What follows belongs to an exercise in optimizing a design on an open flow for small area and a short achievable clock period; a production flow would make more cautious choices. In this exercise RTL edits were held to simulation tests only and were not proved equivalent to the original. Power figures rest on the tool's default switching activity, not on a simulated workload.

// ram_2port_bist
module ram_2port_bist #(
    parameter int DATA_W = 8,
    parameter int ADDR_W = 8,
    parameter int RD_LAT = 1
) (
    input  logic              clk,
    input  logic              rst_n,
    input  logic              start,
    input  logic [1:0]        mode,
    input  logic              err_inj,
    output logic              busy,
    output logic              done,
    output logic              pass,
    output logic [ADDR_W:0]   err_cnt,
    output logic [ADDR_W-1:0] first_err_addr,
    input  logic              wr_en,
    input  logic [ADDR_W-1:0] wr_addr,
    input  logic [DATA_W-1:0] wr_data,
    input  logic [ADDR_W-1:0] rd_addr,
    output logic [DATA_W-1:0] rd_data
);
    localparam int DEPTH = 2 ** ADDR_W;
    typedef enum logic [2:0] {
        S_IDLE,
        S_WRITE,
        S_READ,
        S_FLUSH,
        S_DONE
    } state_t;
    state_t              state;
  ...
==> flow/config.mk <==
export PLATFORM = sky130hd
export DESIGN_NAME = ram_2port_bist
export DESIGN_NICKNAME = ram_2port_bist
export VERILOG_FILES = /design/flow/design.v
export SDC_FILE = /design/flow/constraint.sdc
export NUM_CORES = 4
export LEC_CHECK = 0
export CAP_MARGIN = 20
export CORE_MARGIN = 2
export CORE_UTILIZATION = 40
export CTS_BUF_LIST = sky130_fd_sc_hd__clkbuf_8
export CTS_CLUSTER_DIAMETER = 50
export CTS_CLUSTER_SIZE = 12
export SETUP_SLACK_MARGIN = 3.8
export SLEW_MARGIN = 20
export SYNTH_HIERARCHICAL = 1
export SYNTH_MINIMUM_KEEP_SIZE = 0
==> flow/constraint.sdc <==
create_clock -name core_clock -period 6.5 [get_ports {clk}]
set_input_delay 1.3000 -clock core_clock [delete_from_list [all_inputs] [get_ports {clk}]]
set_output_delay 1.3000 -clock core_clock [all_outputs]
set_load 0.01 [all_outputs]
standard.sh (not shown) runs the stock make flow with config.mk's settings and CLKGATE_MAP_FILE= SYNTH_SCRIPT=/design/flow/synth_recipe.tcl, a recipe that flattens the netlist after the stock synthesis.
==> flow/flow/run.sh <==
#!/bin/bash
# The standard layout, except that the port buffers are made from a plain
# buffer cell (buf_4) rather than the cell buffer_ports picks on its own,
# and clock tree synthesis adds no dummy loads. make's full output goes to
# flow.log here; each ORFS step also keeps its own log under orfs/logs/.
set -euo pipefail
export BUFFER_PORTS_ARGS="-buffer_cell sky130_fd_sc_hd__buf_4"
export CTS_ARGS="-sink_clustering_enable -repair_clock_nets -sink_clustering_size 12 -sink_clustering_max_diameter 50 -buf_list sky130_fd_sc_hd__clkbuf_8 -dont_use_dummy_load"
bash standard.sh finish > flow.log 2>&1
Next try:
--- a/flow/design.v
+++ b/flow/design.v
@@ -163,12 +163,13 @@
                 mem[i] <= mem_wdata;
             end
         end
     end
     logic [15:0]      hi, lo;
     logic [DEPTH-1:0] rsel_n;
+    logic [7:0]       rword;
     logic [3:0]       rp [4];    
     for (genvar k = 0; k < 4; k++) begin : g_rpre
         ram_2port_bist_nor2  u_0 (.a(rd_addr[2*k+1]), .b(rd_addr[2*k]), .y(rp[k][0]));
         ram_2port_bist_andn  u_1 (.a(rd_addr[2*k+1]), .b(rd_addr[2*k]), .y(rp[k][1]));
         ram_2port_bist_andn  u_2 (.a(rd_addr[2*k]), .b(rd_addr[2*k+1]), .y(rp[k][2]));
         ram_2port_bist_and2  u_3 (.a(rd_addr[2*k+1]), .b(rd_addr[2*k]), .y(rp[k][3]));
@@ -180,30 +181,25 @@
         ram_2port_bist_nand2 u_h  (.a(hi_p_n), .b(bhi_n[i]), .y(hi[i]));
         ram_2port_bist_nand2 u_l  (.a(lo_p_n), .b(blo_n[i]), .y(lo[i]));
     end
     for (genvar w = 0; w < DEPTH; w++) begin : g_rsel
         ram_2port_bist_nand2 u_sel (.a(hi[w/16]), .b(lo[w%16]), .y(rsel_n[w]));
     end
-    logic [1:0] rhalf [8];    
     for (genvar b = 0; b < 8; b++) begin : g_rbit
         logic [DEPTH-1:0] col;
         for (genvar w = 0; w < DEPTH; w++) begin : g_col
             assign col[w] = mem[w][b];
         end
-        ram_2port_bist_sel256 u_sel (.sel_n(rsel_n), .d(col), .y(rhalf[b]));
-    end
-    logic       byp;
-    logic [7:0] q_nxt;
-    assign byp = mem_we && (mem_waddr == (idle_q ? rd_addr : addr));
-    for (genvar b = 0; b < 8; b++) begin : g_qnxt
-        logic rword_n;
-        ram_2port_bist_nand2 u_n (.a(rhalf[b][0]), .b(rhalf[b][1]), .y(rword_n));
-        ram_2port_bist_mux2i u_m (.s(byp), .a(!mem_wdata[b]), .b(rword_n), .y(q_nxt[b]));
+        ram_2port_bist_sel256 u_sel (.sel_n(rsel_n), .d(col), .y(rword[b]));
     end
     always_ff @(posedge clk) begin
-        q <= q_nxt;
+        if (mem_we && (mem_waddr == (idle_q ? rd_addr : addr))) begin
+            q <= mem_wdata;
+        end else begin
+            q <= rword;
+        end
     end
     assign rd_data = q;
     always_ff @(posedge clk or negedge rst_n) begin
         if (!rst_n) begin
             vld_d  <= 1'b0;
             exp_d  <= '0;
@@ -238,13 +234,13 @@
         end
     end
 endmodule
 module ram_2port_bist_sel256 (
     input  logic [255:0] sel_n,
     input  logic [255:0] d,
-    output logic [1:0]   y
+    output logic         y
 );
     logic [127:0] l1;     
     logic [63:0]  l2_n;   
     logic [15:0]  l3;     
     logic [7:0]   l4_n;   
     logic [3:0]   l5;     
@@ -267,13 +263,13 @@
     for (genvar k = 0; k < 4; k++) begin : g_l5
         ram_2port_bist_nand2 u (.a(l4_n[2*k]), .b(l4_n[2*k+1]), .y(l5[k]));
     end
     for (genvar k = 0; k < 2; k++) begin : g_l6
         ram_2port_bist_nor2 u (.a(l5[2*k]), .b(l5[2*k+1]), .y(l6_n[k]));
     end
-    assign y = l6_n;
+    assign y = l6_n[0] && l6_n[1];
 endmodule
 module ram_2port_bist_o22ai (
     input  logic a1, a2, b1, b2,
     output logic y
 );
     assign y = !((a1 || a2) && (b1 || b2));
@@ -299,18 +295,12 @@
 module ram_2port_bist_o21a (
     input  logic a1, a2, b1,
     output logic y
 );
     assign y = (a1 || a2) && b1;
 endmodule
-module ram_2port_bist_mux2i (
-    input  logic s, a, b,
-    output logic y
-);
-    assign y = !(s ? a : b);
-endmodule
 module ram_2port_bist_andn (
     input  logic a, b,
     output logic y
 );
     assign y = !a && b;
 endmodule
What happened: Total power came out higher by 4.1%. Wire length grows by 6.0%. Count of clock-buffer cells in the layout falls by 1. Core utilization went up by 0.75 points. Register-to-register slack loses 0.12 ns. Via count grows by 2.8%. Setup slack got worse by 0.11 ns. Design area is higher by 2.2%. Worst hold slack is worse by 0.13 ns. Critical path depth went up by 13. Cell count increases by 0.92%.

## separate check: timing with driven ports
The flow's constraints put no driver on any port. The routed layouts listed below were extracted and timed again, unchanged, in two steps.
Step 1 assumes that a clkbuf_16 drives the clock port and a buf_2 every other input.
Step 2 times the ports against the registers' clock, not the clock port: input delays grow and output delays shrink by t, the midpoint of the rising clock arrivals with the driver on.
Three values: ideal ports, drivers, drivers and shift; two values: the first two.
| run | t, ns | setup slack, ns | hold slack, ns | worst setup path at the end |
|---|---|---|---|---|
| the first run | 1.048 | 3.638 / 3.553 / 2.505 | 0.327 / 0.272 / 0.481 | input to register |
| the second run | 1.039 | 3.524 / 3.563 / 2.543 | 0.193 / 0.134 / 0.472 | input to register |
After both steps every run listed still meets setup and hold. The setup slack of the first run, which loses most, moves by -0.085 ns with the drivers and by -1.133 ns with both steps.
